Background: an optimization exercise with open tools, aiming at small area, a short achievable clock period and few clock cycles. Do not read the settings as production practice. The RTL was checked by simulation tests, not by an equivalence proof against the original design. Power is estimated from default activity; no workload was simulated.

==> flow/design.v <==
`default_nettype none
package tsp_pkg;
	localparam logic [7:0] char_cr = 8'h0d;
	localparam logic [7:0] char_lf = 8'h0a;
	localparam logic [7:0] char_zero = 8'h30;
	localparam logic [7:0] char_nine = 8'h39;
	localparam logic [7:0] char_d = 8'h44;
	localparam logic [7:0] char_n = 8'h4e;
	localparam logic [7:0] char_e = 8'h45;
	localparam logic [7:0] char_o = 8'h4f;
	typedef enum logic [1:0] {
		ps_prolog      = 2'd0,
		ps_coordinates = 2'd1,
		ps_busy        = 2'd2
	} parse_state_t;
	localparam int coord_bits_default = 16;
	localparam int node_addr_bits_default = 4;
endpackage
`default_nettype wire
`timescale 1ns/10ps
`default_nettype none
module tsp_top #(
	parameter int coord_bits = tsp_pkg::coord_bits_default,
	parameter int node_addr_bits = tsp_pkg::node_addr_bits_default
) (
	input  wire                                clk,
	input  wire                                rst,
	input  wire  [7:0]                         specdata,
	input  wire                                has_specdata,
	output logic                               ready_to_read,
	output logic [coord_bits+node_addr_bits:0] tour_length,
	output logic                               tour_valid
);
	localparam int len_bits = coord_bits + node_addr_bits + 1;
	localparam int lo_bits = 11;
	localparam int hi_bits = len_bits - lo_bits;
	localparam logic [2:0] st_hdr_start = 3'd0;  
	localparam logic [2:0] st_hdr_n     = 3'd1;  
	localparam logic [2:0] st_hdr_skip  = 3'd2;  
	localparam logic [2:0] st_hdr_no    = 3'd3;  
	localparam logic [2:0] st_coord     = 3'd4;  
	localparam logic [2:0] st_eof       = 3'd5;  
	logic take;
	logic b_v;          
	logic b_digit;
	logic b_cr;
	logic b_n;
	logic b_o;
	logic b_e;
	logic [3:0] b_d;
	assign take = has_specdata & ready_to_read;
	always_ff @(posedge clk) begin
		if (rst) begin
			ready_to_read <= 1'b0;
			b_v <= 1'b0;
		end else begin
			ready_to_read <= 1'b1;
			b_v <= take && specdata != tsp_pkg::char_lf;
		end
	end
	always_ff @(posedge clk) begin
		b_digit <= (specdata >= tsp_pkg::char_zero) && (specdata <= tsp_pkg::char_nine);
		b_cr <= specdata == tsp_pkg::char_cr;
		b_n <= specdata == tsp_pkg::char_n;
		b_o <= specdata == tsp_pkg::char_o;
		b_e <= specdata == tsp_pkg::char_e;
		b_d <= specdata[3:0];
	end
	logic [2:0] state;
	logic in_num;
	logic [1:0] field_cnt;
	logic first;
	logic close_x;
	logic close_y;
	logic [coord_bits-1:0] acc_s;
	logic [coord_bits-1:0] acc_c;
	logic [coord_bits-1:0] r;
	logic [coord_bits-1:0] fa;
	logic [coord_bits-1:0] fb;
	logic digit;
	logic field_close;
	logic data_leg;
	logic leg;
	logic eof_cr;
	logic in_num_next;
	logic [coord_bits-1:0] row1_a, row1_b, row1_c, row1_s, row1_k;
	logic [coord_bits-1:0] row2_c, row2_s, row2_k;
	assign row1_a = {acc_s[coord_bits-2:0], 1'b0};
	assign row1_b = {acc_c[coord_bits-2:0], 1'b0};
	assign row1_c = {acc_s[coord_bits-4:0], b_d[2:0]};
	assign row1_s = row1_a ^ row1_b ^ row1_c;
	assign row1_k = {(row1_a[coord_bits-2:0] & row1_b[coord_bits-2:0]) |
		(row1_a[coord_bits-2:0] & row1_c[coord_bits-2:0]) |
		(row1_b[coord_bits-2:0] & row1_c[coord_bits-2:0]), 1'b0};
	assign row2_c = {acc_c[coord_bits-4:1], b_d[3], 3'b000};
	assign row2_s = row1_s ^ row1_k ^ row2_c;
	assign row2_k = {(row1_s[coord_bits-2:0] & row1_k[coord_bits-2:0]) |
		(row1_s[coord_bits-2:0] & row2_c[coord_bits-2:0]) |
		(row1_k[coord_bits-2:0] & row2_c[coord_bits-2:0]), 1'b0};
	assign digit = b_v && b_digit && state == st_coord;
	assign field_close = b_v && !b_digit && in_num;
	assign data_leg = state == st_coord && field_close && field_cnt != 2'd0;
	assign leg = data_leg || close_x || close_y;
	assign eof_cr = state == st_eof && b_v && b_cr;
	assign in_num_next = b_v ? digit : in_num;
	always_ff @(posedge clk) begin
		if (rst) begin
			state <= st_hdr_start;
			in_num <= 1'b0;
			field_cnt <= '0;
			first <= 1'b1;
			close_x <= 1'b0;
			close_y <= 1'b0;
		end else begin
			in_num <= in_num_next;
			close_x <= eof_cr;
			close_y <= close_x;
			if (close_y)
				first <= 1'b1;
			else if (data_leg && field_cnt == 2'd2)
				first <= 1'b0;
			if (b_v) begin
				if (field_close)
					field_cnt <= field_cnt + 2'd1;
				if (b_cr)
					field_cnt <= '0;
				case (state)
					st_hdr_start:
						if (b_cr)
							state <= st_hdr_start;
						else if (b_n)
							state <= st_hdr_n;
						else
							state <= st_hdr_skip;
					st_hdr_n:
						if (b_cr)
							state <= st_hdr_start;
						else if (b_o)
							state <= st_hdr_no;
						else
							state <= st_hdr_skip;
					st_hdr_skip:
						if (b_cr)
							state <= st_hdr_start;
					st_hdr_no:
						if (b_cr)
							state <= st_coord;
					st_coord:
						if (b_e)
							state <= st_eof;
					default:
						if (b_cr)
							state <= st_hdr_start;
				endcase
			end
		end
	end
	always_ff @(posedge clk) begin
		if (digit) begin
			acc_s <= row2_s;
			acc_c <= row2_k;
		end else if (!in_num_next) begin
			acc_s <= (eof_cr || close_x) ? fa : '0;
			acc_c <= '0;
		end
		r <= acc_s + acc_c;
	end
	logic leg2;
	logic first2;
	logic [coord_bits-1:0] pa;
	logic [coord_bits-1:0] pb;
	logic [coord_bits:0] diff;
	always_ff @(posedge clk) begin
		if (rst)
			leg2 <= 1'b0;
		else
			leg2 <= leg;
	end
	always_ff @(posedge clk) begin
		first2 <= first && data_leg;
		if (leg2) begin
			pa <= pb;
			pb <= r;
		end
		if (first2)
			fb <= r;
		if (first2 || eof_cr)
			fa <= fb;
	end
	assign diff = {1'b0, r} - {1'b0, pa};
	logic [coord_bits-1:0] mag;
	logic neg;
	logic leg3;
	logic zero3;
	logic carry;
	logic [lo_bits-1:0] total_lo;
	logic [hi_bits-1:0] total_hi;
	logic [lo_bits:0] sum_lo;
	logic [3:0] done_q;
	always_ff @(posedge clk) begin
		if (rst) begin
			leg3 <= 1'b0;
			done_q <= '0;
			tour_valid <= 1'b0;
		end else begin
			leg3 <= leg2;
			done_q <= {done_q[2:0], close_y};
			tour_valid <= done_q[2];
		end
	end
	always_ff @(posedge clk) begin
		mag <= diff[coord_bits-1:0] ^ {coord_bits{diff[coord_bits]}};
		neg <= diff[coord_bits];
		zero3 <= first2;
	end
	logic [lo_bits+1:0] sum_lo_x;
	logic [hi_bits:0] sum_hi_x;
	assign sum_lo_x = {1'b0, total_lo, 1'b1} + {1'b0, mag[lo_bits-1:0], neg};
	assign sum_lo = sum_lo_x[lo_bits+1:1];
	assign sum_hi_x = {total_hi, 1'b1} + {(leg3 ? hi_bits'(mag[coord_bits-1:lo_bits]) : '0), carry};
	always_ff @(posedge clk) begin
		if (leg3 && zero3) begin
			total_lo <= '0;
			total_hi <= '0;
			carry <= 1'b0;
		end else begin
			if (leg3)
				total_lo <= sum_lo[lo_bits-1:0];
			carry <= leg3 && sum_lo[lo_bits];
			total_hi <= sum_hi_x[hi_bits:1];
		end
	end
	assign tour_length = {total_hi, total_lo};
endmodule
`default_nettype wire
==> flow/flow/run.sh <==
#!/bin/bash
# Layout flow: the standard ORFS flow, with the port buffers inserted
# during global placement made from sky130_fd_sc_hd__buf_2 cells instead of
# the delay-cell buffers buffer_ports picks by default. Everything else is
# the standard flow (standard.sh), including its synthesis.
set -euo pipefail
export BUFFER_PORTS_ARGS="-buffer_cell sky130_fd_sc_hd__buf_2"
bash standard.sh > standard_flow.log 2>&1
==> flow/standard.sh <==
#!/bin/bash
# synth_recipe.tcl (not shown) runs the flow's synth.tcl, then flattens the netlist and writes it again
# the make line also repeats each setting of config.mk as NAME=value (left out here)
make -C /OpenROAD-flow-scripts/flow DESIGN_CONFIG=/design/flow/config.mk WORK_HOME=/design/flow/orfs CLKGATE_MAP_FILE= SYNTH_SCRIPT=/design/flow/synth_recipe.tcl "${@:-finish}"
==> flow/config.mk <==
export PLATFORM = sky130hd
export DESIGN_NAME = tsp_top
export DESIGN_NICKNAME = tsp_top
export VERILOG_FILES = /design/flow/design.v
export SDC_FILE = /design/flow/constraint.sdc
export NUM_CORES = 4
export LEC_CHECK = 0
export ABC_AREA = 1
export CAP_MARGIN = 20
export CORE_MARGIN = 2
export CORE_UTILIZATION = 40
export CTS_BUF_LIST = sky130_fd_sc_hd__clkbuf_4 sky130_fd_sc_hd__clkbuf_8
export SETUP_SLACK_MARGIN = 2.6
export SLEW_MARGIN = 20
==> flow/constraint.sdc <==
create_clock -name core_clock -period 5.0 [get_ports {clk}]
set_input_delay 1.0000 -clock core_clock [delete_from_list [all_inputs] [get_ports {clk}]]
set_output_delay 1.0000 -clock core_clock [all_outputs]
set_load 0.01 [all_outputs]
==> results of run 1 <==
[metrics by stage]
stage,std cells,hold slack (ps),power [mW],setup WS (ps)
after floorplan,984,374,2.02,3160
after global placement,1289,389,2.14,3010
after detailed placement,1289,398,2.15,2970
after CTS,1321,405,3.11,2870
after global routing,1321,425,3.24,2760
final,1321,403,3.06,2930
[kinds of logic (layout without fill, tap and decap cells)]
family	after synthesis	in the layout	synth area share, %
compound gates	96	96	5.82
flops	176	176	50.0
buf+inv	179	236	7.72
simple gates	424	424	20.3
xor+xnor	31	31	3.05
fa+ha+maj	78	78	13.1
[cells in the final DEF, fill, tap and decap left out, drive strengths merged]
cell | synthesis | final
clkbuf | 6 | 18
nor3 | 9 | 9
o21ai | 45 | 45
nand3b | 2 | 2
nor2 | 83 | 83
o21a | 1 | 1
a21oi | 41 | 41
dfxtp | 83 | 83
nand2 | 233 | 233
a31oi | 4 | 4
a21o | 1 | 1
inv | 169 | 174
o21bai | 1 | 1
edfxtp | 93 | 93
o22ai | 1 | 1
nand3 | 84 | 84
nor4 | 3 | 3
and2 | 3 | 3
bufinv | 0 | 1
clkinv | 0 | 5
xor2 | 14 | 14
nand4 | 7 | 7
ha | 53 | 53
a211oi | 2 | 2
clkinvlp | 0 | 3
buf | 4 | 35
fa | 25 | 25
xnor2 | 17 | 17
[registers in the layout (all words and copies together) (netlist names), 2 cells and up]
| signal | flops |
|---|---|
| acc_s | 16 |
| done_q | 3 |
| fa | 16 |
| total_lo | 11 |
| b_d | 4 |
| total_hi | 10 |
| r | 16 |
| pb | 16 |
| pa | 16 |
| mag | 16 |
| acc_c | 13 |
| fb | 16 |
| field_cnt | 2 |
| state | 3 |
[path summary, 6_finish.rpt]
path / cells past startpoint / to / start
min: 2 / done_q[2]$_SDFF_PP0_ / done_q[1]$_SDFF_PP0_
min reg2reg: 2 / done_q[2]$_SDFF_PP0_ / done_q[1]$_SDFF_PP0_
max: 4 / acc_s[6]$_DFFE_PP_ / acc_s[5]$_DFFE_PP_
max reg2reg: 4 / acc_s[6]$_DFFE_PP_ / acc_s[5]$_DFFE_PP_
[critical path: cells and delay by family, from the launching register on]
family | cells | cell delay (ps)
compound gates | 1 | 260
flops | 1 | 510
buf+inv | 1 | 40
fa+ha+maj | 2 | 1060
[per-layer routing]
metal	part of all wire [%]	up-vias	track usage, %
met5	0	-	0
met3	3.0	16	3.43
li1	-	3255	-
met2	48	85	26.1
met1	48	2844	20.1
met4	1.5	0	4.14
[Yosys cell counts, drive strengths merged, types with 2 or more instances]
cell type and number:
a31oi 4, o21ai 45, inv 169, ha 53, nor3 9, edfxtp 93, and2 3, nand4 7
buf 4, nand3b 2, nand3 84, a21oi 41, a211oi 2, fa 25, xor2 14, xnor2 17
nand2 233, nor4 3, dfxtp 83, clkbuf 6, nor2 83
[area by class of cell]
class	count	area, um2
Inverter	169	634
Clock inverter	14	131
Timing Repair Buffer	35	180
Sequential cell	176	4450
Tap cell	280	350
Fill cell	2112	12100
Multi-Input combinational cell	629	3760
Clock buffer	18	248
[power by group through the flow]
stage / clock network (mW) / registers (mW) / logic [mW]
finish: 0.948 / 1.64 / 0.470
CTS: 0.991 / 1.65 / 0.472
floorplan: 0 / 1.66 / 0.363
global placement: 0 / 1.68 / 0.465
detailed placement: 0 / 1.68 / 0.469
global route: 1.04 / 1.65 / 0.547
==> qor.yml, run 1 <==
status: "timing/DRC/antenna clean"
crit_arrival_ps: 2320
start_util_pct: 40.8
syn_to_final_growth_pct: 9.63
grt_pass1_vias: 6203
grt_max_degree: 47
endpoint_kind: "flip-flop"
numPortBuffers: 33
leakage_nw: 4.53
criticalPathCategory: "reg2reg"
die_x_um: 153
clk_latency_ps: 450
antenna_found_initial: 0
stdcell_area_um2: 9760
switching_share_pct: 28.7
path_cells: "fa_1, fa_1, inv_1, o21ai_0"
dieArea_um2: 23500
ys.flop_type: "edfxtp_1"
clockBufferDepth: 2
path_max_fanout: 3
min_period_ps: 2070
async_flop_share_pct: 0
post_dp_cell_area_um2: 9380
synth_fp_nets: 1073
tns_ps: 0
ys_ff_latch: 176
worst_pin_slew_ps: 824
grt_pass1_wl_um: 29200
yosys_warnings: 1
final.period_utilization_pct: 41.5
wl_per_cell_um: 12.9
vdd_ir_drop_max_uv: 153
switchingPower_mw: 0.880
nets: 1117
drc: 0
cts-hold-fix-buffers: 0
dr.pass1.iters: 5
critical_path.most_common_cell: "fa_1"
synth_area_leader_cell: "edfxtp_1"
r2r_setup_slack_ps: 2930
avgViaCountPerCell: 4.69
finalSetupViolCount: 0
clk_pin_slew_ps: 100
max_stage_delay_ps: 540
cts.repair.resized: 0
finalHoldViolations: 0
syn-cell-area_um2: 8900
syn_area_per_cell_um2: 9.04
htree_levels: 4
synth.area.top_cells: "edfxtp_1 (31%), dfxtp_1 (19%), nand2_1 (9.5%)"
diodes: 0
synth_top_area_share_pct: 31.4
design.core.area_um2: 21800
dp_hpwl_um: 13100
fmax_ghz: 0.482
power_frac_seq_pct: 53.7
ys_types: 34
hp-class: "reg2reg"
grt.overflow.total: 0
rsz0062_at_grt: "no"
relSlewSlack_pct: 44.9
ant_nets: 0
finalMaxSlewViolations: 0
ios: 34
crit_required_ps: 5250
routabilityCongestion: 0.874
via_count: 6200
die_h_um: 153
fin_util_pct: 44.7
drive_above_1_share_pct: 8.45
synth_edf_count: 93
drt_wl_total_um: 17100
yosysSeqAreaShare_pct: 50.0
clock-sinks: 176
numCtsBuffers: 17
cts_setup_buffers: 0
clkPwrFrac_pct: 31.0
root_buffer: "clkbuf_8"
num_rows: 54
track_usage_pct: 15.4
start_kind: "flip-flop"
combPwrFrac_pct: 15.3
maxCapViolCount: 0
skew_ps: 18.5
drtIter0Drc: 278
syn_inst: 984
p_per_area_nw_per_um2: 314
cp_slowest_cell: "fa_1"
internal_power_mw: 2.18
cts_tree: "done"
Testbench counts, summed over its fixed seeds: cycles 19,607.
==> run 2: changes to the inputs <==
--- a/flow/config.mk
+++ b/flow/config.mk
@@ -5,7 +5,6 @@
 export SDC_FILE = /design/flow/constraint.sdc
 export NUM_CORES = 4
 export LEC_CHECK = 0
-export ABC_AREA = 1
 export CAP_MARGIN = 20
 export CORE_MARGIN = 2
 export CORE_UTILIZATION = 40
==> qor.yml, run 2 <==
status: "timing/DRC/antenna clean"
skew_ps: 16.2  # -2.39 ps
leakage_nw: 3.93  # -13%
synth_edf_count: 93  # unchanged
drt_wl_total_um: 14900  # -13%
synth.area.top_cells: "edfxtp_1 (33%), dfxtp_1 (20%), ha_1 (7.9%)"
switchingPower_mw: 0.668  # -24%
die_h_um: 149  # -3.0%
tns_ps: 0  # unchanged
ys.flop_type: "edfxtp_1"
multiInputGateArea_um2: 3680  # -2.0%
synth_fp_nets: 773  # -28%
finalSetupViolCount: 0  # unchanged
rsz0062_at_grt: "yes"
maxCapViolCount: 0  # unchanged
syn_to_final_growth_pct: 11.5
endpoint_kind: "flip-flop"
nets: 825  # -26%
synth_most_common_cell: "edfxtp_1"
dieArea_um2: 22100  # -5.9%
yosysSeqAreaShare_pct: 53.3  # +3.3 points
clockBufferDepth: 2  # unchanged
final.period_utilization_pct: 47.0  # +5.5 points
worst_pin_slew_ps: 837  # +12.6 ps
start_kind: "flip-flop"
num_rows: 52  # -3.7%
path_max_fanout: 5  # +2
via_count: 5175  # -17%
drive_above_1_share_pct: 14.8  # +6.4 points
async_flop_share_pct: 0  # unchanged
grt_pass1_vias: 5243  # -15%
layout_commonest_cell: "edfxtp_1"
p_per_area_nw_per_um2: 289  # -8.0%
design.core.area_um2: 20400  # -6.7%
fmax_ghz: 0.426  # -12%
finalMaxSlewViolations: 0  # unchanged
power_frac_seq_pct: 57.2  # +3.5 points
final_cell_mix: "edfxtp_1 (93), dfxtp_1 (82), ha_1 (53)"
hp-class: "reg2reg"
clock-sinks: 176  # unchanged
root_buffer: "clkbuf_8"
syn_area_per_cell_um2: 12.2  # +35%
grt.overflow.total: 0  # unchanged
avgViaCountPerCell: 5.08  # +8.2%
clkPwrFrac_pct: 37.6  # +6.6 points
fin_util_pct: 45.8  # +1.0 points
drc: 0  # unchanged
relSlewSlack_pct: 44.2  # -0.72 points
syn-cell-area_um2: 8360  # -6.1%
cts_tree: "done"
vdd_ir_drop_max_uv: 183  # +20%
syn_inst: 684  # -30%
crit_arrival_ps: 2680  # +360 ps
crit_required_ps: 5330  # +80 ps
fin_hold_ws_ps: 423  # +20.2 ps
clk_pin_slew_ps: 100  # about the same
combPwrFrac_pct: 5.2  # -10 points
fillCellCount: 1853  # -12%
dr.pass1.iters: 4  # -1
htree_levels: 4  # unchanged
dp_hpwl_um: 10800  # -18%
criticalPathCategory: "reg2reg"
finalHoldViolations: 0  # unchanged
numCtsBuffers: 17  # unchanged
die_x_um: 149  # -3.0%
yosys_warnings: 1  # unchanged
regArea_um2: 4460  # about the same
grt_pass1_wl_um: 25300  # -13%
min_period_ps: 2350  # +276 ps
antenna_found_initial: 0  # unchanged
ys_ff_latch: 176  # unchanged
grt_max_degree: 34  # -28%
internal_power_mw: 2.02  # -7.4%
clk_latency_ps: 450  # about the same
routabilityCongestion: 0.863  # -1.3%
wl_per_cell_um: 14.6  # +13%
total_power_mw: 2.69  # -12%
synth_top_area_share_pct: 33.4  # +2.0 points
ys_types: 66  # +94%
diodes: 0  # unchanged
ant_nets: 0  # unchanged
synth_common_cells: "edfxtp_1 (93), dfxtp_1 (83), ha_1 (53)"
cts-hold-fix-buffers: 0  # unchanged
synth_area_leader_cell: "edfxtp_1"
track_usage_pct: 14.4  # -1.0 points
start_util_pct: 41.0  # +0.26 points
numPortBuffers: 33  # unchanged
drtIter0Drc: 314  # +13%
switching_share_pct: 24.8  # -3.9 points
ios: 34  # unchanged
==> run 2: critical path, stage by stage (launching register included) <==
cell and delay (ps):
dfxtp_2 350, inv_1 60, ha_1 210, fa_2 370, nor2b_4 160, o31ai_4 90, a211o_2 350, a21oi_4 170
o22ai_4 120, xnor3_1 350
==> run 2: worst paths after layout <==
check / start / end / slack, ps / cells past startpoint
worst max register to register: r[0]$_DFF_P_ / mag[11]$_DFF_P_ / 2650 / 9
worst min register to register: fb[15]$_DFFE_PP_ / fa[15]$_DFFE_PP_ / 420 / 0
worst max-delay path: r[0]$_DFF_P_ / mag[11]$_DFF_P_ / 2650 / 9
worst min-delay path: fb[15]$_DFFE_PP_ / fa[15]$_DFFE_PP_ / 420 / 0
==> run 2: cells by family (layout without fill, tap and decap cells) <==
kind of cell,Yosys count,count (layout),share of synthesized area (%)
flip-flops,176,176,53.3
AND/OR/NAND/NOR,173,173,11.0
AO/OA/AOI/OAI,150,150,12.7
adder cells (fa/ha/maj),78,78,13.9
buffers and inverters,57,122,2.74
XOR/XNOR,49,49,6.27
multiplexers,1,1,0.120
==> run 2: per-layer routing <==
metal / global-route usage, % / vias up / wire length (um)
li1: - / 2574 / -
met1: 19.4 / 2488 / 7160
met2: 23.3 / 95 / 6980
met3: 3.53 / 18 / 515
met4: 4.38 / 0 / 234
met5: 0 / - / 0
==> run 2: through the flow <==
stage / area, um2 / std cells / setup WS, ps
6_report: 9320 / 1019 / 2650
5_1_grt: 9320 / 1019 / 2570
4_1_cts: 9280 / 1014 / 2610
3_5_place_dp: 8830 / 980 / 2310
3_3_place_gp: 8830 / 980 / 2370
2_1_floorplan: 8360 / 684 / 2710
==> run 2: repair_timing <==
item                                    CTS  global route
resized for setup                         3             1
gates cloned                              0             0
endpoints found under the setup margin   15            18
setup buffers                             2             5
pin swaps                                 1             1
==> run 2: final cells by class <==
class,instances,area share [%]
clock buffers,18,2.66
clock inverters,14,1.76
inverters,47,1.89
multi-input cells,451,39.5
flip-flops and latches,176,47.8
well taps,270,3.63
repair buffers,43,2.71
==> run 2: power groups by stage <==
stage	registers (mW)	logic, mW	clock network [mW]
floorplan	1.58	0.0897	0
global placement	1.57	0.135	0
detailed placement	1.57	0.139	0
CTS	1.54	0.140	1.05
global route	1.54	0.159	1.11
finish	1.54	0.141	1.01
==> run 3: changes to the inputs <==
--- a/flow/config.mk
+++ b/flow/config.mk
@@ -7,7 +7,8 @@
 export LEC_CHECK = 0
 export CAP_MARGIN = 20
 export CORE_MARGIN = 2
-export CORE_UTILIZATION = 40
+export CORE_UTILIZATION = 55
 export CTS_BUF_LIST = sky130_fd_sc_hd__clkbuf_4 sky130_fd_sc_hd__clkbuf_8
+export PLACE_DENSITY = 0.7
 export SETUP_SLACK_MARGIN = 2.6
 export SLEW_MARGIN = 20
==> qor.yml, run 3 <==
nets: 826  # +0.12%
clk_latency_ps: 460  # about the same
dp_hpwl_um: 10200  # -5.0%
vdd_ir_drop_max_uv: 229  # +25%
synth_area_leader_cell: "edfxtp_1"
internal_power_mw: 2.09  # +3.5%
clkPwrFrac_pct: 37.6  # about the same
maxCapViolCount: 0  # unchanged
p_per_area_nw_per_um2: 292  # +1.1%
synth_most_common_cell: "edfxtp_1"
worst_pin_slew_ps: 795  # -41.4 ps
finalSetupViolCount: 0  # unchanged
numCtsBuffers: 17  # unchanged
avgViaCountPerCell: 5.61  # +10%
final.period_utilization_pct: 47.5  # +0.47 points
combPwrFrac_pct: 5.2  # about the same
leakage_nw: 3.93  # +0.18%
via_count: 5258  # +1.6%
drt_wl_total_um: 14600  # -2.1%
hp-class: "reg2reg"
cts_tree: "done"
grt.busiest_layer: "met2"
total_power_mw: 2.69  # +0.14%
endpoint_kind: "flip-flop"
path_max_fanout: 5  # unchanged
drtIter0Drc: 338  # +7.6%
crit_required_ps: 5350  # +20 ps
synth.area.top_cells: "edfxtp_1 (33%), dfxtp_1 (20%), ha_1 (7.9%)"
track_usage_pct: 19.0  # +4.6 points
routabilityCongestion: 0.886  # +2.6%
yosys_warnings: 1  # unchanged
antenna_found_initial: 0  # unchanged
clock-sinks: 176  # unchanged
ys_ff_latch: 176  # unchanged
whs_endpoint: "pa[9]$_DFFE_PP_"
r2r-end: "mag[10]$_DFF_P_"
layout_commonest_cell: "edfxtp_1"
power_frac_seq_pct: 57.1  # about the same
tns_ps: 0  # unchanged
grt_pass1_wl_um: 24300  # -4.2%
num_rows: 45  # -13%
synth_fp_nets: 773  # unchanged
grt_max_degree: 34  # unchanged
diodes: 0  # unchanged
ios: 34  # unchanged
rsz0062_at_grt: "yes"
grt_pass1_vias: 5059  # -3.5%
criticalPathCategory: "reg2reg"
hold_depth: 0  # unchanged
switching_share_pct: 22.3  # -2.5 points
drive_above_1_share_pct: 15.3  # +0.51 points
wl_per_cell_um: 15.5  # +6.4%
start_util_pct: 55.6  # +15 points
finalHoldViolations: 0  # unchanged
ys.flop_type: "edfxtp_1"
reg2reg_depth: 8  # -1
cts-hold-fix-buffers: 0  # unchanged
async_flop_share_pct: 0  # unchanged
hp-start: "pb[9]$_DFFE_PP_"
relSlewSlack_pct: 46.9  # +2.8 points
numPortBuffers: 33  # unchanged
grtUsageMet3_pct: 4.02  # +0.49 points
crit_arrival_ps: 2720  # +40 ps
start_kind: "flip-flop"
synth_common_cells: "edfxtp_1 (93), dfxtp_1 (83), ha_1 (53)"
globalRouteMet1Util_pct: 25.3  # +5.9 points
design.core.area_um2: 15000  # -26%
final_cell_mix: "edfxtp_1 (93), dfxtp_1 (81), ha_1 (52)"
yosysSeqAreaShare_pct: 53.3  # unchanged
grt_use_met2_pct: 30.2  # +6.9 points
syn_area_per_cell_um2: 12.2  # unchanged
dieArea_um2: 16200  # -27%
grt.overflow.total: 0  # unchanged
drc: 0  # unchanged
finalMaxSlewViolations: 0  # unchanged
clk_pin_slew_ps: 90  # about the same
rr_startpoint: "pa[0]$_DFFE_PP_"
skew_ps: 11.9  # -4.28 ps
synth_top_area_share_pct: 33.4  # unchanged
die_x_um: 127  # -14%
dr.pass1.iters: 4  # unchanged
die_h_um: 127  # -14%
r2r_setup_slack_ps: 2630  # -20 ps
fillCellCount: 1184  # -36%
synth_edf_count: 93  # unchanged
switchingPower_mw: 0.601  # -9.9%
clockBufferDepth: 2  # unchanged
syn-cell-area_um2: 8360  # unchanged
ys_types: 66  # unchanged
status: "timing/DRC/antenna clean"
syn_to_final_growth_pct: 10.5
syn_inst: 684  # unchanged
ant_nets: 0  # unchanged
min_period_ps: 2370  # +23.5 ps
root_buffer: "clkbuf_8"
fmax_ghz: 0.421  # -0.99%
htree_levels: 4  # unchanged
-- run 3: cell counts after synthesis --
Identical to the previous run, type by type.
-- run 3: cell families (layout without fill, tap and decap cells) --
kind of cell	Yosys count	count (layout)	share of synthesized area [%]
adder cells (fa/ha/maj)	78	78	13.9
XOR/XNOR	49	49	6.27
AND/OR/NAND/NOR	173	173	11.0
AO/OA/AOI/OAI	150	150	12.7
multiplexers	1	1	0.120
flip-flops	176	176	53.3
buffers and inverters	57	123	2.74
-- run 3: metal layers --
| metal | part of all wire [%] | vias to the layer above |
|---|---|---|
| met2 | 47 | 128 |
| met4 | 2.5 | 0 |
| li1 | - | 2561 |
| met3 | 3.9 | 27 |
| met1 | 47 | 2542 |
| met5 | 0 | - |
-- run 3: cell type report --
type | count | area [um2] | area share, %
Clock inverter | 13 | 160 | 1.74
Tap cell | 188 | 235 | 2.55
Clock buffer | 19 | 249 | 2.70
Sequential cell | 176 | 4460 | 48.3
Multi-Input combinational cell | 451 | 3690 | 40.0
Timing Repair Buffer | 44 | 260 | 2.82
Inverter | 47 | 176 | 1.91
-- run 3: power groups by stage --
stage | Sequential, mW | Clock (mW) | Combinational [mW]
2_1_floorplan | 1.58 | 0 | 0.0897
3_3_place_gp | 1.57 | 0 | 0.132
3_5_place_dp | 1.57 | 0 | 0.139
4_1_cts | 1.54 | 1.04 | 0.140
5_1_grt | 1.54 | 1.09 | 0.158
6_report | 1.54 | 1.01 | 0.141
-- run 3: repair_timing --
| action | 4_1_cts | 5_1_grt |
|---|---|---|
| endpoints found under the setup margin | 15 | 18 |
| cloned | 0 | 0 |
| pin swaps | 1 | 4 |
| gates resized for setup | 2 | 5 |
| setup buffers | 2 | 6 |
-- run 3: how the worst max path moves through the flow --
stage | startpoint | end | slack [ps] | cells past startpoint
finish | pa[0]$_DFFE_PP_ | mag[10]$_DFF_P_ | 2630 | 8
global route | pa[0]$_DFFE_PP_ | mag[10]$_DFF_P_ | 2560 | 8
CTS | r[0]$_DFF_P_ | mag[10]$_DFF_P_ | 2610 | 9
detailed placement | r[0]$_DFF_P_ | mag[11]$_DFF_P_ | 2290 | 9
global placement | r[0]$_DFF_P_ | mag[10]$_DFF_P_ | 2390 | 9
floorplan | pa[0]$_DFFE_PP_ | mag[10]$_DFF_P_ | 2710 | 8
-- run 3: critical path, stage by stage (launching register included) --
cell and delay (ps):
edfxtp_1 410, ha_2 200, fa_2 370, nor2b_4 150
o31ai_4 90, a211o_2 380, a21oi_4 180, o22ai_4 130
xnor3_1 350
-- run 3: stage by stage --
stage                     hold slack (ps)  std cells  utilization, %  cell area (um2)  setup WS [ps]
after floorplan                       374        684               -             8360           2710
after global placement                401        898            58.1             8730           2390
after detailed placement              405        898            58.1             8730           2290
after CTS                             416        932            61.0             9170           2610
after global routing                  426        938            61.4             9230           2560
final                                 412        938            61.4             9230           2630
==> run 4: changes to the inputs <==
==> flow/config.mk (replaced) <==
export PLATFORM = sky130hd
export DESIGN_NAME = tsp_top
export DESIGN_NICKNAME = tsp_top
export VERILOG_FILES = /design/flow/design.v
export SDC_FILE = /design/flow/constraint.sdc
export NUM_CORES = 4
export LEC_CHECK = 0
export ABC_AREA = 1
export CAP_MARGIN = 20
export CORE_MARGIN = 2
export CORE_UTILIZATION = 40
export CTS_BUF_LIST = sky130_fd_sc_hd__clkbuf_4 sky130_fd_sc_hd__clkbuf_8
export SETUP_SLACK_MARGIN = 2.8
export SLEW_MARGIN = 20
==> qor.yml, run 4 <==
status: "timing/DRC/antenna clean"
ant_nets: 0  # unchanged
leakage_nw: 4.53  # +15%
grt_pass1_wl_um: 29200  # +20%
vdd_ir_drop_max_uv: 153  # -33%
hp-class: "reg2reg"
syn-cell-area_um2: 8900  # +6.5%
clk_latency_ps: 450  # about the same
internal_power_mw: 2.18  # +4.4%
yosys_warnings: 1  # unchanged
endpoint_kind: "flip-flop"
num_rows: 54  # +20%
fillCellCount: 2112  # +78%
synth-xor-area-share_pct: 3.05  # -3.2 points
switching_share_pct: 28.8  # +6.5 points
drc: 0  # unchanged
finalSetupViolCount: 0  # unchanged
grt_pass1_vias: 6203  # +23%
antenna_found_initial: 0  # unchanged
synth_edf_count: 93  # unchanged
numPortBuffers: 33  # unchanged
diodes: 0  # unchanged
wl_per_cell_um: 13.0  # -17%
finalHoldViolations: 0  # unchanged
fmax_ghz: 0.482  # +14%
worst_pin_slew_ps: 824  # +28.7 ps
async_flop_share_pct: 0  # unchanged
grt.overflow.total: 0  # unchanged
rsz0062_at_grt: "no"
die_x_um: 153  # +20%
drive_above_1_share_pct: 8.55  # -6.8 points
track_usage_pct: 15.4  # -3.6 points
synth_most_common_cell: "nand2_1"
cts.repair.resized: 0  # -2
tns_ps: 0  # unchanged
clk_pin_slew_ps: 100  # about the same
skew_ps: 18.7  # +6.83 ps
nets: 1117  # +35%
cts_setup_buffers: 0  # -2
post_dp_cell_area_um2: 9380  # +7.5%
path_max_fanout: 3  # -2
cts_tree: "done"
ys_ff_latch: 176  # unchanged
syn_area_per_cell_um2: 9.04  # -26%
synthMuxAreaShare_pct: 0  # -0.12 points
synth_fp_nets: 1073  # +39%
root_buffer: "clkbuf_8"
finalMaxSlewViolations: 0  # unchanged
via_count: 6203  # +18%
start_kind: "flip-flop"
combPwrFrac_pct: 15.3  # +10 points
clock-sinks: 176  # unchanged
layout_commonest_cell: "nand2_1"
clockBufferDepth: 2  # unchanged
criticalPathCategory: "reg2reg"
ios: 34  # unchanged
yosys.area_share.simple_pct: 20.3  # +9.3 points
fin_hold_ws_ps: 403  # -9.85 ps
switchingPower_mw: 0.884  # +47%
final_cell_mix: "nand2_1 (225), inv_1 (164), edfxtp_1 (93)"
synth_top_area_share_pct: 31.4  # -2.0 points
maxCapViolCount: 0  # unchanged
synth_top_family_by_area: "simple AND/OR/NAND/NOR gates"
htree_levels: 4  # unchanged
synth_compound_area_share_pct: 5.82  # -6.8 points
syn_inst: 984  # +44%
synth_common_cells: "nand2_1 (225), inv_1 (164), edfxtp_1 (93)"
synth.area.top_cells: "edfxtp_1 (31%), dfxtp_1 (19%), nand2_1 (9.5%)"
syn_to_final_growth_pct: 9.69
design.core.area_um2: 21800  # +45%
dieArea_um2: 23500  # +45%
min_period_ps: 2080  # -298 ps
drtIter0Drc: 278  # -18%
synthAdderAreaFrac_pct: 13.1  # -0.85 points
avgViaCountPerCell: 4.70  # -16%
drt_wl_total_um: 17100  # +17%
stdcell_area_um2: 9760  # +5.8%
crit_required_ps: 5250  # -100 ps
power_frac_seq_pct: 53.6  # -3.5 points
numCtsBuffers: 17  # unchanged
final.period_utilization_pct: 41.5  # -6.0 points
relSlewSlack_pct: 44.9  # -2.0 points
synth_area_leader_cell: "edfxtp_1"
cts-hold-fix-buffers: 0  # unchanged
ys.flop_type: "edfxtp_1"
dr.pass1.iters: 5  # +1
p_per_area_nw_per_um2: 314  # +7.7%
clkPwrFrac_pct: 31.1  # -6.5 points
routabilityCongestion: 0.874  # -1.3%
dp_hpwl_um: 13100  # +28%
ys_types: 34  # -48%
yosysSeqAreaShare_pct: 50.0  # -3.3 points
crit_arrival_ps: 2320  # -400 ps
grt_max_degree: 47  # +38%
die_h_um: 153  # +20%
start_util_pct: 40.8  # -15 points
## run 4: cell types whose count changed in the layout (fill, tap and decap cells not counted), moves of 7 or more
cell,delta
buf_4,-8
nor3b_1,-7
o21ai_0,+23
nor2b_1,-13
a22o_1,-14
nand3_1,+69
inv_1,+121
xnor2_1,-10
nand2_2,+8
and2_1,-17
a21o_1,-12
xnor2_2,-9
nor2_1,+40
nand2_1,+193
## run 4: worst paths after layout
kind	cells past startpoint	slack, ps	to	start
worst max register to register	4	2920	acc_s[6]$_DFFE_PP_	acc_s[5]$_DFFE_PP_
worst min-delay path	2	400	done_q[2]$_SDFF_PP0_	done_q[1]$_SDFF_PP0_
worst min register to register	2	400	done_q[2]$_SDFF_PP0_	done_q[1]$_SDFF_PP0_
worst max-delay path	4	2920	acc_s[6]$_DFFE_PP_	acc_s[5]$_DFFE_PP_
## run 4: final cells by class
| class | count | area [um2] | share of cell area (%) |
|---|---|---|---|
| well taps | 280 | 350 | 3.59 |
| multi-input cells | 629 | 3760 | 38.6 |
| clock buffers | 18 | 248 | 2.54 |
| flip-flops and latches | 176 | 4450 | 45.6 |
| inverters | 169 | 634 | 6.50 |
| clock inverters | 14 | 131 | 1.35 |
| repair buffers | 35 | 180 | 1.85 |
## run 4: critical path: stages (launching register included)
cell,delay (ps)
edfxtp_1,510
fa_1,540
fa_1,520
inv_1,40
o21ai_0,260
## run 4: through the flow
step	instances	setup WS [ps]	util (%)	power (mW)
after floorplan	984	3160	-	2.02
after global routing	1321	2810	44.7	3.24
after global placement	1289	3010	43.0	2.14
final	1321	2920	44.7	3.07
after CTS	1321	2870	44.7	3.11
after detailed placement	1289	2970	43.0	2.15
## run 4: cells by family after synthesis
family | Yosys count
DFF | 176
xor gates and xnor gates | 31
adders and majority gates | 78
and+or+nand+nor | 424
AOI/OAI and AO/OA | 96
buffers and inverters | 179
## run 4: power groups by stage
stage,clock network (mW),logic (mW),registers (mW)
floorplan,0,0.363,1.66
global placement,0,0.465,1.68
detailed placement,0,0.469,1.68
CTS,0.991,0.472,1.65
global route,1.04,0.547,1.65
finish,0.952,0.470,1.64
## run 4: routing by layer
| metal | share of wire [%] | GRT usage, % | vias up |
|---|---|---|---|
| met5 | 0 | 0 | - |
| met4 | 1.5 | 4.14 | 0 |
| met3 | 3.2 | 3.43 | 18 |
| li1 | - | - | 3253 |
| met1 | 48 | 20.1 | 2841 |
| met2 | 47 | 26.1 | 91 |
==> run 5: changes to the inputs <==
--- a/flow/config.mk
+++ b/flow/config.mk
@@ -10,5 +10,5 @@
 export CORE_MARGIN = 2
 export CORE_UTILIZATION = 40
 export CTS_BUF_LIST = sky130_fd_sc_hd__clkbuf_4 sky130_fd_sc_hd__clkbuf_8
-export SETUP_SLACK_MARGIN = 2.8
+export SETUP_SLACK_MARGIN = 3.3
 export SLEW_MARGIN = 20
==> qor.yml, run 5 <==
avgViaCountPerCell: 4.79  # +1.9%
ant_nets: 0  # unchanged
setup_slack_ps: 3060  # +139 ps
grt_pass1_wl_um: 30700  # +5.2%
cts_tree: "done"
ys_types: 34  # unchanged
design.core.area_um2: 21800  # unchanged
relSlewSlack_pct: 70.2  # +25 points
crit_arrival_ps: 940  # -1380 ps
clk_latency_ps: 460  # about the same
rr_startpoint: "acc_s[3]$_DFFE_PP_"
synth_top_area_share_pct: 31.4  # unchanged
post_dp_cell_area_um2: 9410  # +0.37%
finalMaxSlewViolations: 0  # unchanged
internal_power_mw: 2.31  # +5.9%
rsz0062_at_grt: "yes"
dr.pass1.iters: 4  # -1
layout_commonest_cell: "nand2_1"
grt_pass1_vias: 6396  # +3.1%
vdd_ir_drop_max_uv: 166  # +8.5%
synth_edf_count: 93  # unchanged
criticalPathCategory: "reg2out"
ys.flop_type: "edfxtp_1"
start_kind: "flip-flop"
hp-class: "reg2reg"
clk_pin_slew_ps: 100  # about the same
grt.overflow.total: 0  # unchanged
wl_per_cell_um: 13.9  # +7.2%
syn_area_per_cell_um2: 9.04  # unchanged
synth_common_cells: "nand2_1 (225), inv_1 (164), edfxtp_1 (93)"
syn_inst: 984  # unchanged
clock-sinks: 176  # unchanged
start_util_pct: 40.8  # unchanged
die_h_um: 153  # unchanged
path_max_fanout: 3  # unchanged
crit_start: "total_lo[0]$_SDFFE_PP0P_"
yosysSeqAreaShare_pct: 50.0  # unchanged
syn_to_final_growth_pct: 27.9
track_usage_pct: 16.3  # +0.88 points
cp.depth: 1  # -3
ios: 34  # unchanged
multiInputGateArea_um2: 4590  # +22%
skew_ps: 16.5  # -2.22 ps
synth_area_leader_cell: "edfxtp_1"
nets: 1187  # +6.3%
r2r_setup_slack_ps: 3080  # +160 ps
ys_ff_latch: 176  # unchanged
switchingPower_mw: 0.986  # +12%
synth_fp_nets: 1073  # unchanged
via_count: 6657  # +7.3%
min_period_ps: 1940  # -139 ps
cp_num_buf_inv: 1  # unchanged
antenna_found_initial: 0  # unchanged
root_buffer: "clkbuf_8"
status: "timing/DRC/antenna clean"
p_per_area_nw_per_um2: 289  # -7.8%
tns_ps: 0  # unchanged
drtIter0Drc: 249  # -10%
async_flop_share_pct: 0  # unchanged
clockBufferDepth: 2  # unchanged
fmax_ghz: 0.517  # +7.2%
syn-cell-area_um2: 8900  # unchanged
die_x_um: 153  # unchanged
finalHoldViolations: 0  # unchanged
r2r-end: "acc_s[6]$_DFFE_PP_"
final_cell_mix: "nand2_1 (204), inv_1 (147), edfxtp_1 (93)"
worst_pin_slew_ps: 446  # -378 ps
num_rows: 54  # unchanged
finalSetupViolCount: 0  # unchanged
cts-hold-fix-buffers: 0  # unchanged
crit_family: "flip-flops"
path_cells: "buf_6"
endpoint_kind: "output port"
critPathCapture: "tour_length[0]"
leakage_nw: 5.02  # +11%
maxCapViolCount: 0  # unchanged
drt_wl_total_um: 19300  # +13%
post-place-ws_ps: 2990  # +25.0 ps
yosys_warnings: 1  # unchanged
numPortBuffers: 33  # unchanged
fillCellCount: 1966  # -6.9%
dp_hpwl_um: 13000  # -0.29%
numCtsBuffers: 17  # unchanged
power_frac_seq_pct: 49.9  # -3.7 points
routabilityCongestion: 0.890  # +1.8%
dieArea_um2: 23500  # unchanged
grt_max_degree: 34  # -28%
synth.area.top_cells: "edfxtp_1 (31%), dfxtp_1 (19%), nand2_1 (9.5%)"
final.period_utilization_pct: 38.7  # -2.8 points
htree_levels: 4  # unchanged
combPwrFrac_pct: 20.4  # +5.1 points
reg2reg_depth: 5  # +1
drive_above_1_share_pct: 31.0  # +22 points
stdcell_area_um2: 11400  # +17%
drc: 0  # unchanged
synth_most_common_cell: "nand2_1"
cp_slowest_cell: "dfxtp_2"
crit_required_ps: 4000  # -1250 ps
max_stage_delay_ps: 370  # -170 ps
fin_hold_ws_ps: 401  # -1.81 ps
regArea_um2: 4500  # +1.1%
switching_share_pct: 29.9  # +1.1 points
diodes: 0  # unchanged
clkPwrFrac_pct: 29.8  # -1.3 points
run 5: power groups by stage:
| stage | clock [mW] | combinational, mW | sequential (mW) |
|---|---|---|---|
| finish | 0.982 | 0.671 | 1.64 |
| global route | 1.07 | 0.748 | 1.65 |
| CTS | 1.01 | 0.586 | 1.64 |
| detailed placement | 0 | 0.480 | 1.67 |
| global placement | 0 | 0.474 | 1.67 |
| floorplan | 0 | 0.368 | 1.66 |
run 5: how the worst min path moves through the flow:
stage	start	to	depth (start not counted)	slack, ps
6_report	done_q[2]$_SDFF_PP0_	tour_valid$_SDFF_PP0_	2	400
5_1_grt	done_q[2]$_SDFF_PP0_	tour_valid$_SDFF_PP0_	2	430
4_1_cts	done_q[2]$_SDFF_PP0_	tour_valid$_SDFF_PP0_	2	410
3_5_place_dp	done_q[2]$_SDFF_PP0_	tour_valid$_SDFF_PP0_	2	400
3_3_place_gp	done_q[0]$_SDFF_PP0_	done_q[1]$_SDFF_PP0_	2	390
2_1_floorplan	acc_s[1]$_DFFE_PP_	r[1]$_DFF_P_	0	370
run 5: timing repair:
item | CTS | global route
setup buffers | 47 | 18
endpoints found under the setup margin | 101 | 90
pin swaps | 28 | 33
cloned | 4 | 1
gates resized for setup | 147 | 101
run 5: layer usage:
layer / track usage [%] / vias up / wire [um]
met5: 0 / - / 0
met4: 5.73 / 0 / 455
met1: 20.7 / 3122 / 8720
met3: 3.37 / 29 / 579
li1: - / 3413 / -
met2: 27.7 / 93 / 9580
run 5: metrics by stage:
step	cells	total power [mW]	utilization [%]
final	1391	3.30	52.2
after global routing	1391	3.47	52.2
after CTS	1372	3.24	49.6
after detailed placement	1289	2.15	43.1
after global placement	1289	2.15	43.1
after floorplan	984	2.03	-
run 5: logic make-up after synthesis:
logic type / count (synthesis) / synth area share, %
adders and majority gates: 78 / 13.1
and+or+nand+nor: 424 / 20.3
buffers and inverters: 179 / 7.72
xor gates and xnor gates: 31 / 3.05
DFF: 176 / 50.0
AOI/OAI and AO/OA: 96 / 5.82
run 5: area by class of cell:
cell class	count	area share (%)
inverter	169	5.57
clock inverter	15	1.49
clock buffer	17	2.05
multi-input combinational	633	40.3
tap	280	3.08
timing repair buffer	101	7.92
sequential	176	39.6
==> run 6: changes to the inputs <==
--- a/flow/config.mk
+++ b/flow/config.mk
@@ -8,7 +8,7 @@
 export ABC_AREA = 1
 export CAP_MARGIN = 20
 export CORE_MARGIN = 2
-export CORE_UTILIZATION = 40
+export CORE_UTILIZATION = 50
 export CTS_BUF_LIST = sky130_fd_sc_hd__clkbuf_4 sky130_fd_sc_hd__clkbuf_8
-export SETUP_SLACK_MARGIN = 3.3
+export SETUP_SLACK_MARGIN = 3.0
 export SLEW_MARGIN = 20
==> qor.yml, run 6 <==
r2r_setup_slack_ps: 3080  # about the same
grt_pass1_vias: 5986  # -6.4%
endpoint_kind: "output port"
synth.area.top_cells: "edfxtp_1 (31%), dfxtp_1 (19%), nand2_1 (9.5%)"
fillCellCount: 1590  # -19%
synth_most_common_cell: "nand2_1"
diodes: 0  # unchanged
cts-hold-fix-buffers: 0  # unchanged
drive_above_1_share_pct: 12.4  # -19 points
syn_to_final_growth_pct: 11.5
numPortBuffers: 33  # unchanged
crit_family: "flip-flops"
async_flop_share_pct: 0  # unchanged
antenna_found_initial: 0  # unchanged
grt_max_degree: 47  # +38%
cp_num_buf_inv: 1  # unchanged
drtIter0Drc: 411  # +65%
leakage_nw: 4.65  # -7.4%
grt_pass1_wl_um: 28600  # -7.0%
clk_latency_ps: 460  # about the same
yosysSeqAreaShare_pct: 50.0  # unchanged
num_rows: 48  # -11%
finalHoldViolations: 0  # unchanged
dp_hpwl_um: 13000  # -0.41%
synth_top_area_share_pct: 31.4  # unchanged
fmax_ghz: 0.512  # -0.84%
relSlewSlack_pct: 53.3  # -17 points
syn-cell-area_um2: 8900  # unchanged
wl_per_cell_um: 13.9  # +0.33%
cts_tree: "done"
ys_ff_latch: 176  # unchanged
min_period_ps: 1950  # +16.3 ps
die_h_um: 137  # -10%
worst_pin_slew_ps: 699  # +253 ps
clk_pin_slew_ps: 90  # about the same
path_cells: "buf_2"
root_buffer: "clkbuf_8"
ant_nets: 0  # unchanged
track_usage_pct: 19.7  # +3.3 points
design.core.area_um2: 17400  # -20%
crit_arrival_ps: 950  # about the same
clock-sinks: 176  # unchanged
ys_types: 34  # unchanged
dieArea_um2: 18900  # -20%
path_max_fanout: 3  # unchanged
rsz0062_at_grt: "no"
drt_wl_total_um: 17900  # -7.6%
cp_slowest_cell: "dfxtp_2"
routabilityCongestion: 0.880  # -1.1%
syn_inst: 984  # unchanged
numCtsBuffers: 17  # unchanged
p_per_area_nw_per_um2: 316  # +9.3%
hp-class: "reg2reg"
fin_hold_ws_ps: 392  # -9.18 ps
ios: 34  # unchanged
status: "timing/DRC/antenna clean"
final.period_utilization_pct: 39.0  # +0.33 points
finalMaxSlewViolations: 0  # unchanged
clockBufferDepth: 2  # unchanged
synth_fp_nets: 1073  # unchanged
yosys_warnings: 1  # unchanged
syn_area_per_cell_um2: 9.04  # unchanged
criticalPathCategory: "reg2out"
start_util_pct: 51.3  # +10 points
tns_ps: 0  # unchanged
maxCapViolCount: 0  # unchanged
die_x_um: 137  # -10%
synth_area_leader_cell: "edfxtp_1"
layout_commonest_cell: "nand2_1"
start_kind: "flip-flop"
finalSetupViolCount: 0  # unchanged
htree_levels: 4  # unchanged
crit_required_ps: 4000  # about the same
skew_ps: 14.8  # -1.64 ps
via_count: 6357  # -4.5%
vdd_ir_drop_max_uv: 211  # +27%
max_stage_delay_ps: 370  # about the same
synth_common_cells: "nand2_1 (225), inv_1 (164), edfxtp_1 (93)"
nets: 1132  # -4.6%
dr.pass1.iters: 5  # +1
grt.overflow.total: 0  # unchanged
avgViaCountPerCell: 4.96  # +3.7%
synth_edf_count: 93  # unchanged
ys.flop_type: "edfxtp_1"
drc: 0  # unchanged
final_cell_mix: "nand2_1 (223), inv_1 (164), edfxtp_1 (93)"
run 6: kinds of logic after synthesis:
| group | Yosys count | share of synthesized area, % |
|---|---|---|
| AOI/OAI and AO/OA | 96 | 5.82 |
| adders and majority gates | 78 | 13.1 |
| DFF | 176 | 50.0 |
| xor gates and xnor gates | 31 | 3.05 |
| buffers and inverters | 179 | 7.72 |
| and+or+nand+nor | 424 | 20.3 |
run 6: final cells by class:
class                   count  area, um2  share of cell area (%)
flip-flops and latches    176       4490                    45.2
multi-input cells         631       3820                    38.5
inverters                 169        634                    6.39
repair buffers             48        297                    2.99
well taps                 225        282                    2.84
clock buffers              19        262                    2.63
clock inverters            13        141                    1.42
run 6: layer usage:
metal	up-vias	track usage [%]	part of all wire, %
li1	3304	-	-
met1	2923	25.5	46
met2	104	33.0	49
met3	26	3.83	3.3
met4	0	6.64	1.8
met5	-	0	0
run 6: timing repair:
action | in CTS | in global routing
buffers inserted | 2 | 11
cloned | 0 | 2
pin swaps | 0 | 3
resized for setup | 11 | 26
setup endpoints to repair | 21 | 63
run 6: worst reg2reg max path, delay by kind of cell, from the launching register on:
family                     cells  cell delay, ps
adders and majority gates      2            1020
DFF                            1             490
buffers and inverters          1              80
AOI/OAI and AO/OA              1              80
run 6: per-stage QoR:
step | util [%] | instance area (um2) | power (mW) | cells | worst slack, ps
finish | 57.2 | 9930 | 3.14 | 1281 | 3050
global route | 57.2 | 9930 | 3.31 | 1281 | 3000
CTS | 56.2 | 9760 | 3.16 | 1268 | 2970
detailed placement | 53.6 | 9310 | 2.15 | 1234 | 2930
global placement | 53.6 | 9310 | 2.15 | 1234 | 2970
floorplan | - | 8900 | 2.02 | 984 | 3160
run 6: worst paths after layout:
path | startpoint | to | cells past startpoint
hold reg to reg | done_q[0]$_SDFF_PP0_ | done_q[1]$_SDFF_PP0_ | 2
hold / removal | done_q[0]$_SDFF_PP0_ | done_q[1]$_SDFF_PP0_ | 2
setup reg to reg | acc_s[11]$_DFFE_PP_ | acc_s[14]$_DFFE_PP_ | 4
setup / recovery | total_lo[2]$_SDFFE_PP0P_ | tour_length[2] | 1
run 6: where the power goes:
part           switching (mW)  internal, mW
Clock                   0.560         0.440
Sequential             0.0557          1.59
Combinational           0.306         0.193
==> run 7: changes to the inputs <==
--- a/flow/config.mk
+++ b/flow/config.mk
@@ -8,7 +8,7 @@
 export ABC_AREA = 1
 export CAP_MARGIN = 20
 export CORE_MARGIN = 2
-export CORE_UTILIZATION = 50
+export CORE_UTILIZATION = 40
 export CTS_BUF_LIST = sky130_fd_sc_hd__clkbuf_4 sky130_fd_sc_hd__clkbuf_8
 export SETUP_SLACK_MARGIN = 3.0
 export SLEW_MARGIN = 20
==> qor.yml, run 7 <==
met2RoutedLength_um: 8490  # -3.4%
internal_power_mw: 2.20  # -0.87%
switching_share_pct: 28.9  # -0.46 points
synth.area.top_cells: "edfxtp_1 (31%), dfxtp_1 (19%), nand2_1 (9.5%)"
die_x_um: 153  # +11%
r2r-end: "acc_s[6]$_DFFE_PP_"
dieArea_um2: 23500  # +24%
finalHoldViolations: 0  # unchanged
syn_area_per_cell_um2: 9.04  # unchanged
ios: 34  # unchanged
wl_per_cell_um: 13.2  # -5.0%
crit_family: "adder cells"
maxCapViolCount: 0  # unchanged
fin_hold_ws_ps: 401  # +9.18 ps
skew_ps: 18.5  # +3.68 ps
nets: 1137  # +0.44%
numCtsBuffers: 17  # unchanged
grt_pass1_vias: 6199  # +3.6%
status: "timing/DRC/antenna clean"
root_buffer: "clkbuf_8"
track_usage_pct: 15.5  # -4.2 points
yosys_warnings: 1  # unchanged
path_cells: "buf_4, fa_1, fa_1, inv_1, o21ai_2"
htree_levels: 4  # unchanged
synth_area_leader_cell: "edfxtp_1"
finalSetupViolCount: 0  # unchanged
min_period_ps: 1990  # +38.8 ps
ys_ff_latch: 176  # unchanged
dr.pass1.iters: 4  # -1
cp.depth: 5  # +4
top_layer: "met4"
design.core.area_um2: 21800  # +26%
final.period_utilization_pct: 39.8  # +0.78 points
critical_path.most_common_cell: "fa_1"
syn-cell-area_um2: 8900  # unchanged
tns_ps: 0  # unchanged
synth_most_common_cell: "nand2_1"
rsz0062_at_grt: "yes"
fmax_ghz: 0.502  # -1.9%
crit_required_ps: 5290  # +1290 ps
stdcell_area_um2: 10000  # +0.96%
switchingPower_mw: 0.893  # -3.1%
clkPwrFrac_pct: 30.8  # -1.0 points
grt_max_degree: 47  # unchanged
yosysSeqAreaShare_pct: 50.0  # unchanged
drtIter0Drc: 332  # -19%
ys_types: 34  # unchanged
syn_to_final_growth_pct: 12.6
r2r_setup_slack_ps: 3010  # -70 ps
leakage_nw: 4.66  # +0.19%
grt.overflow.total: 0  # unchanged
wl_met3_um: 483  # -18%
synth_fp_nets: 1073  # unchanged
crit_arrival_ps: 2280  # +1330 ps
path_max_fanout: 3  # unchanged
worst_pin_slew_ps: 801  # +102 ps
rr_startpoint: "acc_s[3]$_DFFE_PP_"
critPathCapture: "acc_s[6]$_DFFE_PP_"
vdd_ir_drop_max_uv: 153  # -28%
post_dp_cell_area_um2: 9380  # +0.74%
synth_common_cells: "nand2_1 (225), inv_1 (164), edfxtp_1 (93)"
grt_pass1_wl_um: 29300  # +2.5%
clk_latency_ps: 450  # about the same
via_count: 6325  # -0.50%
ant_nets: 0  # unchanged
cp_slowest_cell: "fa_1"
relSlewSlack_pct: 46.6  # -6.7 points
drive_above_1_share_pct: 12.8  # +0.41 points
endpoint_kind: "flip-flop"
ys.flop_type: "edfxtp_1"
total_power_mw: 3.09  # -1.5%
combPwrFrac_pct: 16.2  # +0.3 points
criticalPathCategory: "reg2reg"
multiInputGateArea_um2: 3840  # +0.33%
synth_top_area_share_pct: 31.4  # unchanged
cp_num_buf_inv: 2  # +1
finalMaxSlewViolations: 0  # unchanged
hp-class: "reg2reg"
syn_inst: 984  # unchanged
clockBufferDepth: 2  # unchanged
m1WireLength_um: 8490  # +4.1%
clk_pin_slew_ps: 100  # about the same
async_flop_share_pct: 0  # unchanged
antenna_found_initial: 0  # unchanged
cts-hold-fix-buffers: 0  # unchanged
num_rows: 54  # +13%
avgViaCountPerCell: 4.72  # -5.0%
max_stage_delay_ps: 520  # +150 ps
die_h_um: 153  # +11%
layout_commonest_cell: "nand2_1"
drc: 0  # unchanged
cts_tree: "done"
routabilityCongestion: 0.874  # -0.67%
final_cell_mix: "nand2_1 (225), inv_1 (164), edfxtp_1 (93)"
diodes: 0  # unchanged
reg2reg_depth: 5  # +1
synth_edf_count: 93  # unchanged
fillCellCount: 2083  # +31%
start_kind: "flip-flop"
start_util_pct: 40.8  # -10 points
crit_start: "acc_s[3]$_DFFE_PP_"
numPortBuffers: 33  # unchanged
power_frac_seq_pct: 53.1  # +0.8 points
drt_wl_total_um: 17800  # -0.54%
dp_hpwl_um: 13100  # +0.71%
p_per_area_nw_per_um2: 309  # -2.5%
regArea_um2: 4490  # unchanged
clock-sinks: 176  # unchanged
run 7: power groups by stage:
stage / logic [mW] / registers, mW / clock network (mW)
floorplan: 0.363 / 1.66 / 0
global placement: 0.465 / 1.68 / 0
detailed placement: 0.469 / 1.68 / 0
CTS: 0.473 / 1.65 / 0.991
global route: 0.578 / 1.65 / 1.04
finish: 0.500 / 1.64 / 0.952
run 7: what timing repair did:
| action | CTS | global route |
|---|---|---|
| setup buffers | 2 | 16 |
| setup endpoints to repair | 25 | 56 |
| gates resized for setup | 19 | 21 |
| cloned | 0 | 2 |
| pin swaps | 0 | 4 |
run 7: worst register-to-register path, cell delays in order (launching register included):
cell and delay, ps:
edfxtp_1 430, buf_4 160, fa_1 510, fa_1 520
inv_1 50, o21ai_2 160
run 7: layer usage:
layer  up-vias  global-route usage (%)
met4         0                    4.14
li1       3300                       -
met3        18                    3.23
met2        82                    26.1
met1      2925                    20.3
met5         -                       0
run 7: area by class of cell:
type                       instances  share of cell area [%]
tap                              280                    3.50
multi-input combinational        631                    38.3
clock buffer                      18                    2.47
timing repair buffer              53                    3.33
inverter                         169                    6.33
clock inverter                    14                    1.31
sequential                       176                    44.8
run 7: cell families after synthesis:
group	count (synthesis)	synth area share, %
and+or+nand+nor	424	20.3
buffers and inverters	179	7.72
DFF	176	50.0
AOI/OAI and AO/OA	96	5.82
adders and majority gates	78	13.1
xor gates and xnor gates	31	3.05
run 7: worst min-delay path by stage:
stage	startpoint	end	slack, ps	cells past startpoint
after floorplan	acc_s[1]$_DFFE_PP_	r[1]$_DFF_P_	370	0
after global placement	done_q[1]$_SDFF_PP0_	done_q[2]$_SDFF_PP0_	390	2
after detailed placement	done_q[1]$_SDFF_PP0_	done_q[2]$_SDFF_PP0_	400	2
after CTS	done_q[1]$_SDFF_PP0_	done_q[2]$_SDFF_PP0_	400	2
after global routing	done_q[0]$_SDFF_PP0_	done_q[1]$_SDFF_PP0_	430	2
final	done_q[1]$_SDFF_PP0_	done_q[2]$_SDFF_PP0_	400	2
run 7: stage by stage:
step                      setup slack [ps]  utilization (%)  cells
after floorplan                       3160                -    984
after global placement                3010             43.0   1289
after detailed placement              2970             43.0   1289
after CTS                             3000             44.9   1323
after global routing                  2960             45.9   1341
final                                 3010             45.9   1341
==> run 8: changes to the inputs <==
==> flow/flow/run.sh (replaced) <==
#!/bin/bash
# Layout flow: the standard ORFS flow (standard.sh) with two changes:
#  - synthesis maps adders with ABC like the rest of the logic instead of
#    extracting them into the library's full/half-adder cells, which are slow
#    (ADDER_MAP_FILE empty; registers and their names are unchanged);
#  - the port buffers inserted during global placement are
#    sky130_fd_sc_hd__buf_2 instead of the delay-cell buffers buffer_ports
#    picks by default.
set -euo pipefail
export ADDER_MAP_FILE=
export BUFFER_PORTS_ARGS="-buffer_cell sky130_fd_sc_hd__buf_2"
bash standard.sh > standard_flow.log 2>&1
--- a/flow/config.mk
+++ b/flow/config.mk
@@ -8,7 +8,7 @@
 export ABC_AREA = 1
 export CAP_MARGIN = 20
 export CORE_MARGIN = 2
-export CORE_UTILIZATION = 40
+export CORE_UTILIZATION = 50
 export CTS_BUF_LIST = sky130_fd_sc_hd__clkbuf_4 sky130_fd_sc_hd__clkbuf_8
 export SETUP_SLACK_MARGIN = 3.0
 export SLEW_MARGIN = 20
==> qor.yml, run 8 <==
ant_nets: 0  # unchanged
switchingPower_mw: 0.888  # -0.65%
htree_levels: 4  # unchanged
criticalPathCategory: "reg2out"
p_per_area_nw_per_um2: 310  # +0.50%
finalHoldViolations: 0  # unchanged
ios: 34  # unchanged
r2r-end: "r[13]$_DFF_P_"
synth_edf_count: 93  # unchanged
design.core.area_um2: 17400  # -20%
start_kind: "flip-flop"
rr_startpoint: "acc_c[7]$_SDFFCE_PN0P_"
multiInputGateArea_um2: 3750  # -2.1%
min_period_ps: 1940  # -52.6 ps
ys.flop_type: "edfxtp_1"
clockBufferDepth: 2  # unchanged
clk_pin_slew_ps: 90  # about the same
syn_to_final_growth_pct: 10.0
hp-class: "reg2reg"
status: "timing/DRC/antenna clean"
drc: 0  # unchanged
via_count: 6984  # +10%
skew_ps: 14.8  # -3.69 ps
grt_pass1_vias: 6386  # +3.0%
path_max_fanout: 4  # +1
relSlewSlack_pct: 40.3  # -6.2 points
cts-hold-fix-buffers: 0  # unchanged
rsz0062_at_grt: "no"
finalSetupViolCount: 0  # unchanged
tns_ps: 0  # unchanged
fillCellCount: 1609  # -23%
die_h_um: 138  # -10%
diodes: 0  # unchanged
internal_power_mw: 2.16  # -2.0%
clkPwrFrac_pct: 31.2  # +0.4 points
dr.pass1.iters: 5  # +1
dieArea_um2: 18900  # -19%
yosysSeqAreaShare_pct: 50.0  # -0.091 points
synth.area.top_cells: "edfxtp_1 (31%), dfxtp_1 (19%), nand2_1 (14%)"
drt_wl_total_um: 18500  # +4.0%
synth_top_area_share_pct: 31.3  # -0.057 points
max_stage_delay_ps: 360  # -160 ps
die_x_um: 138  # -10%
antenna_found_initial: 0  # unchanged
synth_area_leader_cell: "edfxtp_1"
track_usage_pct: 20.8  # +5.3 points
async_flop_share_pct: 0  # unchanged
regArea_um2: 4480  # -0.11%
grt_pass1_wl_um: 30500  # +4.3%
hp-start: "done_q[0]$_SDFF_PP0_"
drtIter0Drc: 349  # +5.1%
syn_area_per_cell_um2: 7.80  # -14%
path_cells: "buf_2"
crit_arrival_ps: 940  # -1340 ps
cts_tree: "done"
syn-cell-area_um2: 8920  # +0.18%
vdd_ir_drop_max_uv: 195  # +28%
crit_required_ps: 4000  # -1290 ps
numCtsBuffers: 17  # unchanged
root_buffer: "clkbuf_8"
final.period_utilization_pct: 38.8  # -1.1 points
final_cell_mix: "nand2_1 (344), inv_1 (162), nor2_1 (139)"
hold_depth: 2  # unchanged
total_power_mw: 3.04  # -1.6%
whs_endpoint: "done_q[1]$_SDFF_PP0_"
yosys_warnings: 1  # unchanged
finalMaxSlewViolations: 0  # unchanged
endpoint_kind: "output port"
crit_family: "flip-flops"
layout_commonest_cell: "nand2_1"
drive_above_1_share_pct: 12.1  # -0.76 points
fmax_ghz: 0.516  # +2.7%
grt_max_degree: 30  # -36%
grt.overflow.total: 0  # unchanged
combPwrFrac_pct: 15.1  # -1.1 points
syn_inst: 1143  # +16%
maxCapViolCount: 0  # unchanged
worst_pin_slew_ps: 894  # +93.4 ps
synth_common_cells: "nand2_1 (344), inv_1 (162), nor2_1 (140)"
dp_hpwl_um: 13900  # +6.4%
cp_slowest_cell: "dfxtp_2"
power_frac_seq_pct: 53.7  # +0.6 points
clock-sinks: 176  # unchanged
clk_latency_ps: 460  # about the same
nets: 1209  # +6.3%
synth_most_common_cell: "nand2_1"
routabilityCongestion: 0.856  # -2.1%
ys_types: 43  # +26%
avgViaCountPerCell: 4.86  # +3.1%
wl_per_cell_um: 12.9  # -2.9%
start_util_pct: 51.4  # +11 points
num_rows: 48  # -11%
r2r_setup_slack_ps: 3160  # +150 ps
reg2reg_depth: 8  # +3
numPortBuffers: 33  # unchanged
cp_num_buf_inv: 1  # -1
leakage_nw: 4.62  # -0.82%
synth_fp_nets: 1154  # +7.5%
switching_share_pct: 29.2  # +0.28 points
ys_ff_latch: 176  # unchanged
==> run 8: changes by cell type after synthesis, sizes merged, moves of 5 or more <==
cell	previous run	this run
a21oi	41	55
nor2	83	150
o21bai	1	11
nand2	233	360
xor2	14	38
a21boi	0	5
ha	53	0
fa	25	0
a31oi	4	10
xnor2	17	6
nand3	84	68
==> run 8: routing by layer <==
metal,vias up,wire [um],global-route usage (%)
met4,0,208,5.44
met3,19,455,3.31
met2,85,8550,34.1
met5,-,0,0
li1,3751,-,-
met1,3129,9260,28.8
==> run 8: logic make-up (layout without fill, tap and decap cells) <==
logic type | count (synthesis) | after routing | synth area share (%)
AO/OA/AOI/OAI | 137 | 137 | 8.71
AND/OR/NAND/NOR | 605 | 605 | 29.0
flip-flops | 176 | 176 | 50.0
buffers and inverters | 181 | 249 | 8.04
XOR/XNOR | 44 | 44 | 4.32
==> run 8: power by group through the flow <==
stage / Sequential (mW) / Clock, mW / Combinational, mW
6_report: 1.63 / 0.951 / 0.459
3_3_place_gp: 1.67 / 0 / 0.431
3_5_place_dp: 1.67 / 0 / 0.434
4_1_cts: 1.64 / 0.982 / 0.437
2_1_floorplan: 1.66 / 0 / 0.333
5_1_grt: 1.65 / 1.04 / 0.525
==> run 8: timing repair <==
action / 4_1_cts / 5_1_grt
pin swaps: 1 / 0
setup buffers: 1 / 10
setup endpoints to repair: 31 / 33
gates resized for setup: 17 / 8
==> run 8: final cells by class <==
class	count	area share, %
flip-flops and latches	176	45.7
well taps	225	2.87
clock inverters	14	1.36
clock buffers	18	2.46
multi-input cells	786	38.3
inverters	171	6.54
repair buffers	46	2.81
==> run 8: how the worst max path moves through the flow <==
stage                                   from                   to  slack [ps]  depth (start not counted)
CTS                 total_lo[8]$_SDFFE_PP0P_       tour_length[8]        3010                          1
floorplan             acc_c[6]$_SDFFCE_PN0P_   acc_s[7]$_DFFE_PP_        3480                          9
global route          total_hi[6]$_SDFF_PP0_      tour_length[17]        3000                          1
finish                total_hi[7]$_SDFF_PP0_      tour_length[18]        3060                          1
global placement       state[0]$_SDFFE_PP0P_  acc_s[15]$_DFFE_PP_        2920                          6
detailed placement     state[0]$_SDFFE_PP0P_   acc_s[6]$_DFFE_PP_        2850                          6
==> run 8: per-stage QoR <==
stage / cell area [um2] / util [%] / instances / hold WS [ps] / setup slack, ps
after CTS: 9710 / 55.9 / 1426 / 415 / 3010
after global placement: 9300 / 53.6 / 1393 / 398 / 2920
after detailed placement: 9300 / 53.6 / 1393 / 399 / 2850
after floorplan: 8920 / - / 1143 / 388 / 3480
after global routing: 9810 / 56.5 / 1436 / 434 / 3000
final: 9810 / 56.5 / 1436 / 408 / 3060

[port drivers added, routing unchanged]
The flow's constraints put no driver on any port. The routed layouts listed below were extracted and timed again, unchanged, in two steps. Step 1 sets driving cells, clkbuf_16 on the clock port and buf_2 on the other inputs (assumed; they add their load-dependent delay and slew). Step 2 also shifts input and output timing later by t, the mid clock arrival at the registers, as if the neighbouring blocks saw the same clock. Slacks: ideal ports / drivers / drivers and shift; pairs: ideal ports / drivers.
run	shift t [ns]	slack for setup (ns)	worst setup path at the end	clock arrival spread, ns	pins driven straight from the clock port
run 1	0.483	2.926 / 2.899 / 2.926	register to register	0.020 / 0.019	1
run 2	0.480	2.650 / 2.650 / 2.650	register to register	0.017 / 0.017	1
run 3	0.493	2.626 / 2.626 / 2.626	register to register	0.012 / 0.012	1
run 4	0.485	2.925 / 2.898 / 2.925	register to register	0.019 / 0.020	1
run 5	0.492	3.064 / 3.025 / 3.083	register to register	0.016 / 0.017	1
run 6	0.491	3.048 / 3.010 / 3.076	register to register	0.019 / 0.019	1
run 7	0.482	3.009 / 3.009 / 3.009	register to register	0.019 / 0.019	1
run 8	0.485	3.062 / 3.025 / 3.157	register to register	0.015 / 0.015	1
After both steps setup and hold are still met in every run listed.
